This design comes from an exercise in tuning for small area, a short achievable clock period and few clock cycles per item on the open sky130 flow, not from production work. The RTL was checked by simulation tests, not by an equivalence proof against the original design. Power is estimated from default activity; no workload was simulated.

`design.v`:
```
package sbfr_pkg;
  localparam int FRAME_BYTES_DEF = 121;
  localparam int SLOTS_DEF       = 3;
  localparam logic [7:0] MARKER_RESET = 8'hB0;
  localparam int SLOT_W      = 2;
  localparam int IN_TDATA_W  = 16;
  localparam int OUT_TDATA_W = 40;
  localparam int PAIRS = (FRAME_BYTES_DEF + 1) / 2;
endpackage
module sbfr_frame_mem #(
  parameter int PAIRS = 61
) (
  input  logic             clk,
  input  logic [PAIRS-1:0] tsel,
  input  logic             step_a,    
  input  logic             step_b,    
  input  logic             wr_odd,
  input  logic [7:0]       wdata,
  output logic [15:0]      tail
);
  logic [15:0] pos [PAIRS];
  always_ff @(posedge clk) begin
    if (tsel[0] ? step_a : step_b) pos[0][7:0] <= wdata;
    if (wr_odd) pos[0][15:8] <= wdata;
    for (int p = 1; p < PAIRS; p++) begin
      if (tsel[p] ? step_a : step_b) pos[p] <= pos[p-1];
    end
  end
  assign tail = pos[PAIRS-1];
endmodule
module sbfr_intake (
  input  logic       clk,
  input  logic       rst_n,
  input  logic       go,           
  input  logic [1:0] slot,
  input  logic       func,
  input  logic       eq,           
  input  logic       chunk_first,
  input  logic       chunk_last,
  output logic       wr,           
  output logic       even,         
  output logic       complete      
);
  logic [6:0] fill_r [3];
  logic       hunt_r [3];
  logic       sv;
  logic [6:0] f;
  logic       h;
  logic       restart;
  logic       drop;
  logic [6:0] fill_nxt;
  logic       hunt_nxt;
  always_comb begin
    sv       = (slot != 2'd3);
    f        = fill_r[0];
    h        = hunt_r[0];
    if (slot == 2'd1) begin
      f = fill_r[1];
      h = hunt_r[1];
    end else if (slot == 2'd2) begin
      f = fill_r[2];
      h = hunt_r[2];
    end
    restart  = chunk_first && eq;
    drop     = !chunk_first && h && !eq;
    wr       = sv && !func && !drop;
    even     = restart || !f[0];
    complete = wr && !restart && (f == 7'd120);
    fill_nxt = f;
    hunt_nxt = 1'b0;
    if (func) begin
      fill_nxt = '0;
    end else if (drop) begin
      hunt_nxt = !chunk_last;
    end else if (complete) begin
      fill_nxt = '0;
      hunt_nxt = !chunk_last;
    end else begin
      fill_nxt = (restart ? 7'd0 : f) + 7'd1;
    end
  end
  always_ff @(posedge clk) begin
    if (!rst_n) begin
      for (int i = 0; i < 3; i++) begin
        fill_r[i] <= '0;
        hunt_r[i] <= 1'b0;
      end
    end else if (go && sv) begin
      fill_r[slot] <= fill_nxt;
      hunt_r[slot] <= hunt_nxt;
    end
  end
endmodule
module sbfr_readout (
  input  logic        clk,
  input  logic        rst_n,
  input  logic        push,
  input  logic [1:0]  push_slot,
  input  logic        push_last,
  input  logic [15:0] push_pair,    
  output logic        full,         
  output logic        out_tvalid,
  input  logic        out_tready,
  output logic [39:0] out_tdata,
  output logic        out_tlast
);
  localparam int EW = 4 * 6 + 2 + 2;
  function automatic logic [5:0] hex6(input logic [3:0] n, input logic zero);
    logic ge;
    logic [3:0] lo;
    ge = n[3] && (n[2] || n[1]);
    lo = ge ? (n + 4'd7) : n;
    if (zero) hex6 = 6'b0;
    else      hex6 = {ge, !ge, lo};
  endfunction
  logic [EW-1:0] new_e;
  assign new_e = {!push_last, push_last, push_slot,
                  hex6(push_pair[7:4], 1'b0), hex6(push_pair[3:0], 1'b0),
                  hex6(push_pair[15:12], push_last), hex6(push_pair[11:8], push_last)};
  logic          o_v, s_v;
  logic [EW-1:0] o_e, s_e;
  logic          pop;
  assign pop  = o_v && out_tready;
  assign full = s_v;
  always_ff @(posedge clk) begin
    if (!rst_n) begin
      o_v <= 1'b0;
      s_v <= 1'b0;
    end else begin
      o_v <= (o_v && !pop) || s_v || push;
      s_v <= s_v ? !pop : (push && o_v && !pop);
    end
  end
  always_ff @(posedge clk) begin
    if ((!o_v || pop) && (s_v || push)) o_e <= s_v ? s_e : new_e;
    if (!s_v) s_e <= new_e;
  end
  function automatic logic [7:0] chr(input logic [5:0] c);
    chr = {1'b0, c[5], c[4], c[4], c[3:0]};
  endfunction
  assign out_tvalid = o_v;
  assign out_tlast  = o_e[EW-2];
  assign out_tdata  = {3'b000, o_e[EW-1], o_e[EW-2], 1'b0,
                       chr(o_e[23:18]), chr(o_e[17:12]), chr(o_e[11:6]), chr(o_e[5:0]),
                       o_e[25:24]};
endmodule
module start_byte_frame_reassembler #(
  parameter int FRAME_BYTES = sbfr_pkg::FRAME_BYTES_DEF,
  parameter int SLOTS       = sbfr_pkg::SLOTS_DEF
) (
  input  logic                   clk,
  input  logic                   rst_n,
  input  logic                   cfg_wr_en,
  input  logic [7:0]             cfg_wr_data,
  input  logic                   in_tvalid,
  output logic                   in_tready,
  input  logic [sbfr_pkg::IN_TDATA_W-1:0]  in_tdata,
  input  logic                   in_tuser,
  input  logic                   in_tlast,
  output logic                   out_tvalid,
  input  logic                   out_tready,
  output logic [sbfr_pkg::OUT_TDATA_W-1:0] out_tdata,
  output logic                   out_tlast
);
  localparam int NP = sbfr_pkg::PAIRS;
  logic [7:0] marker_r;
  always_ff @(posedge clk) begin
    if (!rst_n)         marker_r <= sbfr_pkg::MARKER_RESET;
    else if (cfg_wr_en) marker_r <= cfg_wr_data;
  end
  typedef struct packed {
    logic       func;
    logic [1:0] slot;
    logic [7:0] data;
    logic       cf;
    logic       cl;
    logic       eq;
  } item_t;
  item_t pin_item, ir, sk;
  logic  ir_v, sk_v;
  logic  go, take, accept;
  assign pin_item = {in_tuser, in_tdata[1:0], in_tdata[9:2], in_tdata[10], in_tlast,
                     in_tdata[9:2] == marker_r};
  assign in_tready = !sk_v;
  assign accept    = in_tvalid && !sk_v;
  assign take      = !ir_v || go;
  always_ff @(posedge clk) begin
    if (!rst_n) begin
      ir_v <= 1'b0;
      sk_v <= 1'b0;
    end else if (take) begin
      ir_v <= sk_v || accept;
      sk_v <= 1'b0;
    end else begin
      sk_v <= sk_v || accept;
    end
  end
  always_ff @(posedge clk) begin
    if (take)  ir <= sk_v ? sk : pin_item;
    if (!sk_v) sk <= pin_item;
  end
  logic wr, even, complete;
  sbfr_intake u_intake (
    .clk        (clk),
    .rst_n      (rst_n),
    .go         (go),
    .slot       (ir.slot),
    .func       (ir.func),
    .eq         (ir.eq),
    .chunk_first(ir.cf),
    .chunk_last (ir.cl),
    .wr         (wr),
    .even       (even),
    .complete   (complete)
  );
  logic [1:0] q_s [3];
  logic [1:0] qn;
  logic [2:0] inq;
  logic [5:0] k_eng;      
  logic [5:0] dmar;       
  logic       rd_step, last_rd;
  logic [2:0] act;
  logic [2:0] w_we, w_wo;
  logic [7:0] w_d;
  logic       w_cmp;
  logic [1:0] w_cslot;
  logic       full;
  logic       blocked;
  logic       wdec;
  always_comb begin
    for (int s = 0; s < 3; s++) act[s] = (qn != 2'd0) && (q_s[0] == 2'(s));
  end
  always_comb begin
    blocked = 1'b0;
    for (int s = 0; s < 3; s++) begin
      if (ir.slot == 2'(s)) begin
        blocked = (w_cmp && w_cslot == 2'(s)) || (inq[s] && !(act[s] && dmar != 6'd0));
      end
    end
  end
  assign go      = ir_v && !(wr && even && blocked);
  assign wdec    = go && wr && even && (qn != 2'd0) && (ir.slot == q_s[0]);
  assign rd_step = (qn != 2'd0) && !full;
  assign last_rd = rd_step && (k_eng == 6'(NP - 1));
  always_ff @(posedge clk) begin
    if (!rst_n) begin
      w_we  <= '0;
      w_wo  <= '0;
      w_cmp <= 1'b0;
    end else begin
      for (int s = 0; s < 3; s++) begin
        w_we[s] <= go && wr && even && (ir.slot == 2'(s));
        w_wo[s] <= go && wr && !even && (ir.slot == 2'(s));
      end
      w_cmp <= go && complete;
    end
  end
  always_ff @(posedge clk) begin
    w_d     <= ir.data;
    w_cslot <= ir.slot;
  end
  logic [1:0] qn_pop;
  assign qn_pop = qn - (last_rd ? 2'd1 : 2'd0);
  always_ff @(posedge clk) begin
    if (!rst_n) begin
      qn    <= '0;
      inq   <= '0;
      k_eng <= '0;
      dmar  <= '0;
    end else begin
      if (last_rd) begin
        q_s[0] <= q_s[1];
        q_s[1] <= q_s[2];
      end
      if (w_cmp) q_s[qn_pop] <= w_cslot;
      qn <= qn_pop + (w_cmp ? 2'd1 : 2'd0);
      for (int s = 0; s < 3; s++) begin
        if (w_cmp && w_cslot == 2'(s))   inq[s] <= 1'b1;
        else if (last_rd && act[s])      inq[s] <= 1'b0;
      end
      if (last_rd) begin
        k_eng <= '0;
        dmar  <= '0;
      end else begin
        if (rd_step) k_eng <= k_eng + 6'd1;
        dmar <= dmar + (rd_step ? 6'd1 : 6'd0) - (wdec ? 6'd1 : 6'd0);
      end
    end
  end
  logic [NP-1:0] teng;
  logic [15:0]   tail [3];
  always_comb begin
    for (int p = 0; p < NP; p++) teng[p] = (6'(p) < k_eng);
  end
  for (genvar s = 0; s < 3; s++) begin : g_lane
    sbfr_frame_mem #(.PAIRS(NP)) u_lane (
      .clk   (clk),
      .tsel  (teng),
      .step_a(w_we[s]),
      .step_b((rd_step && act[s]) || (w_we[s] && !inq[s])),
      .wr_odd(w_wo[s]),
      .wdata (w_d),
      .tail  (tail[s])
    );
  end
  logic [15:0] rd_pair;
  always_comb begin
    rd_pair = tail[0];
    if (q_s[0] == 2'd1) rd_pair = tail[1];
    if (q_s[0] == 2'd2) rd_pair = tail[2];
  end
  sbfr_readout u_readout (
    .clk       (clk),
    .rst_n     (rst_n),
    .push      (rd_step),
    .push_slot (q_s[0]),
    .push_last (k_eng == 6'(NP - 1)),
    .push_pair (rd_pair),
    .full      (full),
    .out_tvalid(out_tvalid),
    .out_tready(out_tready),
    .out_tdata (out_tdata),
    .out_tlast (out_tlast)
  );
endmodule
```
`run.sh`:
```
#!/bin/bash
# synth_recipe.tcl (not shown) runs the flow's synth.tcl, then flattens the netlist and writes it again
# the make line also repeats each setting of config.mk as NAME=value (left out here)
make -C /OpenROAD-flow-scripts/flow DESIGN_CONFIG=/design/flow/config.mk WORK_HOME=/design/flow/orfs CLKGATE_MAP_FILE= SYNTH_SCRIPT=/design/flow/synth_recipe.tcl finish
```
`config.mk`:
```
export PLATFORM = sky130hd
export DESIGN_NAME = start_byte_frame_reassembler
export DESIGN_NICKNAME = start_byte_frame_reassembler
export VERILOG_FILES = /design/flow/design.v
export SDC_FILE = /design/flow/constraint.sdc
export NUM_CORES = 4
export LEC_CHECK = 0
export CAP_MARGIN = 20
export CORE_MARGIN = 2
export CORE_UTILIZATION = 40
export SETUP_SLACK_MARGIN = 3.0
export SLEW_MARGIN = 20
```
`constraint.sdc`:
```
create_clock -name core_clock -period 6.0 [get_ports {clk}]
set_input_delay 1.2000 -clock core_clock [delete_from_list [all_inputs] [get_ports {clk}]]
set_output_delay 1.2000 -clock core_clock [all_outputs]
set_load 0.01 [all_outputs]
```
==> results by group, run 1 <==
Cells and area
  • Area delta synth->final: 16.4%
  • Final nets: between 4000 and 5000
  • Design area: 113000 µm²
  • Filler instances: 19600
  • Util after Layout: between 40% and 50%
  • Fraction of layout cells with a size suffix above 1: 16.6%

Clocking
  • CTS tree: done
  • CTS sink cnt: roughly 3100
  • Maximum clock path buffer count: 4
  • CTS Root Cell: clkbuf_16
  • CTS clk-pin slew, worst paths: around 60 ps
  • Worst skew pair latency: about 870 ps
  • H-tree lvl count: 5
  • Num CTS Buffers: approximately 300

Placed design
  • PortBufs: 60
  • DP HPWL: ~84000 µm
  • Routability cong.: about 0.87
  • Placed instance area: 103000 µm²
  • Pre-CTS setup slack: ~1500 ps

Pwr
  • Power per cell area: about 360 nW/µm²
  • LEAKAGE: roughly 34 nW
  • VDD IR-drop max: ~0.31 mV

Setup path
  • CP arrival: a little over 4000 ps
  • Startpoint types: register
  • Worst R2R Start: ir[11]
  • Flop2flop setup slack: between 2000 and 3000 ps
  • Critical Path RT: roughly 6700 ps
  • Reg2Reg Depth: 16
  • CP endpoint kind: register
  • Worst setup path start: ir[11]
  • Crit Path Max Fanout: 3
  • Crit path kind: reg2reg

Floorplanning
  • # rows: 181
  • Initial Utilization: roughly two fifths
  • DIE AREA: between 200000 and 250000 µm²
  • Die extent in x: 497 µm
  • IO Pins: 74
  • Die Span Y: just under 500 µm
  • Core Box Area: between 200000 and 250000 µm²

Min path
  • Hold Crit Start: ir[9]
  • WHS Path Cells: 0
  • HP Class: reg2reg

Synthesis
  • Cell Area, Synth: ~97000 µm²
  • Seq cells post-synth: 3088
  • Asr flop ratio synth: 0%
  • Cell type with the largest total area after synthesis: edfxtp_1
  • Top FF cell, synth: edfxtp_1
  • Syn_area_per_cell: around 24 µm²
  • Most frequent cell after synthesis: edfxtp_1
  • Synth top area share: roughly 93%
  • Commonest cells post-synth: 2997 x edfxtp_1, 194 x nor2_1, 144 x a21oi_1, 123 x nand2_1, 97 x o21ai_0
  • Mapped Cells: around 4100
  • Post-synth EDFFs: around 3000
  • Syn. warnings: 6
  • Most area-consuming cells after synthesis: edfxtp_1 93%, dfxtp_1 1.9%, nor2_1 0.75%
  • Distinct cells, synth: 58
  • Seq/Total Area, Yosys: around 94%

STA
  • Final Max Slew Viols: 0
  • Final Critical Period: about 3300 ps
  • Worst-margin pin slew: 1110 ps
  • Final Skew: 44.5 ps
  • Max-slew headroom: between 20% and 30%
  • # setup viols final: 0
  • Max Freq: roughly 300 MHz
  • Fin worst setup slack: ~2700 ps
  • TNS Setup: 0 ps
  • Final worst path period share: a little under three fifths
  • RSZ-0062 raised after global routing: yes
  • Hold Vio Cnt, Final: 0

Job
  • Max Cap Violations: 0

Drt
  • Final wirelength: around 130000 µm
  • Total number of vias: 36000
  • Initial DRC count: 2465
  • Routed wire per std cell: roughly 16 µm
  • Via/cell ratio: 4.52
  • DRC viols: 0
  • TritonRoute pass-1 iters: 6
  • Post-route ant nets: 0

Status
  • Status: no timing/DRC/antenna violations

GRT
  • Total GRT Usage: between 10% and 20%
  • Total gr overflow: 0
  • Global-route wire length before repair: between 150000 and 200000 µm
  • Vias in the first global route: approximately 37000
  • Initial antenna violation count: 2
  • Largest net degree at the start of global routing: 55
[layout by cell type, fill, tap and decap left out, drive strengths merged, types with 12 or more instances in the layout]
cell type / synthesis / layout
ha: 17 / 17
dfxtp: 91 / 91
clkbuf: 69 / 392
nand2: 123 / 123
clkinv: 4 / 104
dlygate4sd2: 0 / 26
mux2: 39 / 39
mux2i: 56 / 56
inv: 24 / 28
nor2: 194 / 194
clkdlybuf4s50: 0 / 33
a21oi: 144 / 144
buf: 21 / 206
edfxtp: 2997 / 2997
xnor2: 21 / 21
or3b: 12 / 12
bufinv: 0 / 14
o21ai: 101 / 101
[per-layer routing]
| layer | part of all wire (%) | track usage (%) | vias to the layer above |
|---|---|---|---|
| met3 | 6.7 | 3.18 | 296 |
| met4 | 3.5 | 4.49 | 2 |
| met2 | 52 | 18.3 | 832 |
| met5 | 0.11 | 0 | - |
| met1 | 38 | 10.9 | 17900 |
| li1 | - | - | 16900 |
[per-stage QoR]
stage          power (mW)  instances  hold WS (ps)
4_1_cts              41.4       7934           328
3_3_place_gp         24.1       7392           323
3_5_place_dp         24.1       7393           334
5_1_grt              42.3       7951           327
2_1_floorplan        24.0       4057           323
6_report             40.9       7952           343
[report_power, final]
| part | switching (mW) | total [mW] | internal [mW] |
|---|---|---|---|
| Sequential | 0.0364 | 23.5 | 23.4 |
| Clock | 7.16 | 17.2 | 10.0 |
| Combinational | 0.132 | 0.207 | 0.0757 |
| Total | 7.32 | 40.9 | 33.5 |
[cells by family (layout without fill, tap and decap cells)]
logic type | after synthesis | count (layout) | synth area share [%]
xor+xnor | 30 | 30 | 0.270
flops | 3088 | 3088 | 94.4
other cells | 1 | 12 | 0.00386
fa+ha+maj | 18 | 18 | 0.239
mux | 95 | 95 | 1.03
buf+inv | 118 | 806 | 0.534
simple gates | 395 | 395 | 1.77
compound gates | 305 | 306 | 1.74
[sequential cells by signal, indices dropped and copies added (netlist names), 6 cells and up]
register           flops
ir                    14
u_readout.o_e         28
marker_r               8
dmar                   6
g_lane.u_lane.pos   2928
w_d                    8
k_eng                  6
q_s                    6
u_readout.s_e         28
u_intake.fill_r       21
sk                    14
[worst max-delay path: stages, from the launching register on]
cell and delay, ps:
edfxtp_1 480, buf_6 170, or3_4 390, o211ai_1 210, buf_4 180, nor2_1 70, nand3_2 130, nor4_4 50
ha_2 350, inv_1 40, ha_2 180, fa_2 370, a21oi_2 140, nor2_1 50, nor2_1 110, xor2_1 180
nor2_1 50
[final timing paths]
| path | endpoint |
|---|---|
| worst max-delay path | dmar[4] |
| worst min-delay path | w_d[6] |
| worst max register to register | dmar[4] |
| worst min register to register | w_d[6] |
[layout make-up]
class                           instances  area (µm²)  area share [%]
Antenna cell                            4        10.0         0.00885
Clock buffer                          390        8070            7.13
Clock inverter                        121         930           0.822
Inverter                               28         111          0.0984
Multi-Input combinational cell        852        5890            5.21
Sequential cell                      3088       91800            81.2
Tap cell                             3202        4010            3.54
Timing Repair Buffer                  267        2310            2.04
[timing repair]
action,4_1_cts,5_1_grt
gates cloned,1,2
hold endpoints to repair,0,0
buffers inserted,29,12
pin swaps,12,4
hold buffers,0,0
endpoints found under the setup margin,1817,1638
gates resized for setup,128,42
Testbench counts, summed over its fixed seeds: cycles 32,036, items 30,995.
==> run 2, diff against run 1 <==
--- a/config.mk
+++ b/config.mk
@@ -8,5 +8,4 @@
 export CAP_MARGIN = 20
 export CORE_MARGIN = 2
 export CORE_UTILIZATION = 40
-export SETUP_SLACK_MARGIN = 3.0
 export SLEW_MARGIN = 20
==> run 2 against run 1 <==
Effect of this change: critical path depth unchanged; sequential share of layout area increased by 0.56 points; maximum frequency decreased by 29%; synthesized cell count unchanged; first-iteration DRC count increased by 0.57%; hold slack got worse by 2.5 ps; utilization decreased by 0.32 points; final cell count decreased by 0.36%; sequential power about the same; cell area decreased by 0.69%; highest routed layer is now met4.
==> results by group, run 2 <==
Min path
  • HP Class: reg2reg
  • WHS Endpoint: w_d[4]
  • WHS Path Cells: 0
  • Hold Crit Start: ir[7]

GRT
  • Global-route wire length before repair: ~190000 µm
  • Initial antenna violation count: 2
  • Total gr overflow: 0
  • Largest net degree at the start of global routing: 55
  • Total GRT Usage: ~9.9%
  • Vias in the first global route: around 36000

Placed design
  • PortBufs: 60
  • Pre-CTS setup slack: ~1400 ps
  • DP HPWL: approximately 84000 µm
  • Routability cong.: slightly below 0.9
  • # placed instances: between 7000 and 8000

STA
  • RSZ-0062 raised after global routing: no
  • Max-slew headroom: 27.3%
  • Final worst path period share: ~80%
  • Worst-margin pin slew: roughly 1100 ps
  • Max Freq: around 210 MHz
  • # setup viols final: 0
  • Final Max Slew Viols: 0
  • Final Skew: between 50 and 60 ps
  • Fin worst setup slack: about 1300 ps
  • Hold Vio Cnt, Final: 0
  • Final Critical Period: around 4700 ps
  • TNS Setup: 0 ps
  • Fin Hold WS: around 340 ps

Status
  • Status: no timing/DRC/antenna violations

Drt
  • Via/cell ratio: around 4.5
  • Post-route ant nets: 0
  • Routed wire per std cell: 15.9 µm
  • Initial DRC count: 2479
  • DRC viols: 0
  • Final wirelength: around 130000 µm
  • TritonRoute pass-1 iters: 5
  • Total number of vias: about 36000

Floorplanning
  • IO Pins: 74
  • Die extent in x: about 500 µm
  • Die Span Y: slightly below 500 µm
  • # rows: 181
  • DIE AREA: ~250000 µm²
  • Core Box Area: 243000 µm²
  • Initial Utilization: ~40%

Synthesis
  • Syn_area_per_cell: 24.0 µm²
  • Commonest cells post-synth: 2997 x edfxtp_1, 194 x nor2_1, 144 x a21oi_1, 123 x nand2_1, 97 x o21ai_0
  • Seq/Total Area, Yosys: between 90 and 100%
  • Seq cells post-synth: a little over 3000
  • Most frequent cell after synthesis: edfxtp_1
  • Syn. warnings: 6
  • Top FF cell, synth: edfxtp_1
  • Mapped Cells: around 4100
  • Post-synth EDFFs: approximately 3000
  • Asr flop ratio synth: 0%
  • Cell Area, Synth: 97300 µm²
  • Synth top area share: 92.5%
  • Distinct cells, synth: slightly below 60
  • Most area-consuming cells after synthesis: edfxtp_1 93%, dfxtp_1 1.9%, nor2_1 0.75%
  • Cell type with the largest total area after synthesis: edfxtp_1

Clocking
  • CTS tree: done
  • PostCTS Resize Cnt: 0
  • Num CTS Buffers: 300
  • CTS Root Cell: clkbuf_16
  • Worst skew pair latency: about 900 ps
  • Post-CTS Setup Bufs: 0
  • H-tree lvl count: 5
  • Hold buffers post-CTS: 0
  • CTS clk-pin slew, worst paths: roughly 60 ps
  • CTS sink cnt: roughly 3000
  • Maximum clock path buffer count: 4

Cells and area
  • Commonest non-fill, non-tap cells in the layout: 2997 x edfxtp_1, 306 x clkbuf_16, 193 x nor2_1, 170 x buf_4, 123 x nand2_1
  • Post-route insts no fill: around 7900
  • Largest regs: g_lane.u_lane.pos x2928, u_readout.o_e x28, u_readout.s_e x28
  • Fraction of layout cells with a size suffix above 1: between 10% and 20%
  • Commonest non-fill, non-tap cell in the layout: edfxtp_1
  • Largest register FFs: 2928
  • Biggest register: g_lane.u_lane.pos
  • Final nets: ~4500
  • Filler instances: between 15000 and 20000
  • Area delta synth->final: 15.5%

Setup path
  • FF-to-FF End: dmar[5]
  • Reg2Reg Depth: 16
  • Worst R2R Start: q_s[0][1]
  • Crit path kind: reg2reg
  • Crit Path Max Fanout: 26
  • CP endpoint kind: register
  • Startpoint types: register
  • Flop2flop setup slack: around 1300 ps
  • CP arrival: roughly 5400 ps
  • Critical Path RT: ~6800 ps

Pwr
  • VDD IR-drop max: 0.319 mV
  • Power per cell area: 368 nW/µm²
  • Power, Total: around 41 mW
  • LEAKAGE: 33.6 nW

Job
  • Max Cap Violations: 0
==> run 2: how the worst max path moves through the flow <==
stage                     startpoint      end  slack, ps  cells past startpoint
after CTS                  q_s[0][1]  dmar[5]       1360                     16
final                      q_s[0][1]  dmar[5]       1330                     16
after global routing       q_s[0][1]  dmar[5]       1110                     16
after floorplan            q_s[0][1]  dmar[5]       2620                     16
after global placement     q_s[0][1]  dmar[4]       1390                     16
after detailed placement   q_s[0][1]  dmar[5]       1410                     16
==> run 2: kinds of logic (layout without fill, tap and decap cells) <==
logic type	Yosys count	after routing	synth area share [%]
adders and majority gates	18	18	0.239
AOI/OAI and AO/OA	305	305	1.74
other	1	11	0.00386
xor gates and xnor gates	30	30	0.270
muxes	95	95	1.03
buffers and inverters	118	779	0.534
and+or+nand+nor	395	395	1.77
DFF	3088	3088	94.4
==> run 2: where the power goes <==
group          switching (mW)  internal [mW]  total [mW]  leakage (nW)
Sequential             0.0363           23.4        23.5          25.6
Combinational           0.122         0.0614       0.183          3.41
Clock                    7.27           10.5        17.7          4.56
==> run 2: through the flow <==
step	instance area, µm²	util [%]
after floorplan	97300	-
after global placement	103000	42.5
final	112000	46.3
after global routing	112000	46.3
after CTS	112000	46.3
after detailed placement	103000	42.5
==> run 2: critical path, cell delays in order, from the launching register on <==
cell and delay [ps]:
edfxtp_1 360, buf_4 240, nand2b_1 470, o31ai_1 390, a21oi_1 130, o211ai_1 620
nand3_1 310, nor4_1 440, ha_1 230, inv_1 70, ha_1 290, a21o_1 180
a21oi_1 270, o21bai_1 100, a21oi_1 190, xnor2_1 170, nor2_1 70
==> run 2: metal layers <==
| layer | vias up | track usage [%] | part of all wire [%] |
|---|---|---|---|
| met5 | - | 0 | 0 |
| met4 | 0 | 3.79 | 2.9 |
| met3 | 278 | 2.92 | 6.5 |
| met2 | 718 | 18.3 | 53 |
| met1 | 17700 | 10.7 | 38 |
| li1 | 16900 | - | - |
==> run 2: area by class of cell <==
class,count,area [µm²],share of cell area [%]
clock buffers,365,7980,7.10
well taps,3202,4010,3.56
diodes,3,7.51,0.00668
inverters,28,105,0.0935
multi-input cells,851,5200,4.62
repair buffers,230,1870,1.67
clock inverters,156,1390,1.24
flip-flops and latches,3088,91800,81.7

## static timing again, ports no longer ideal
The flow's constraints put no driver on any port. The routed layouts listed below were extracted and timed again, unchanged, in two steps.
Step 1 sets driving cells, clkbuf_16 on the clock port and buf_2 on the other inputs (assumed; they add their load-dependent delay and slew).
Step 2 adds t to the input delays and takes it off the output delays; t is the mean of the earliest and latest rising clock arrival at the registers after step 1. Input paths then give back, and output paths get back, about the clock's delay inside the block.
Three values: ideal ports, drivers, drivers and shift; two values: the first two.
run | t (ns) | slack for setup (ns) | clock arrival spread, ns | worst slew at a driven data input, ns
run 1 | 0.957 | 2.675 / 2.675 / 2.588 | 0.070 / 0.070 | 0.05
run 2 | 0.960 | 1.330 / 1.330 / 1.330 | 0.062 / 0.062 | 0.04
After both steps setup and hold are still met in every run listed. The setup slack of run 1, which loses most, moves by 0.000 ns with the drivers and by -0.087 ns with both steps.
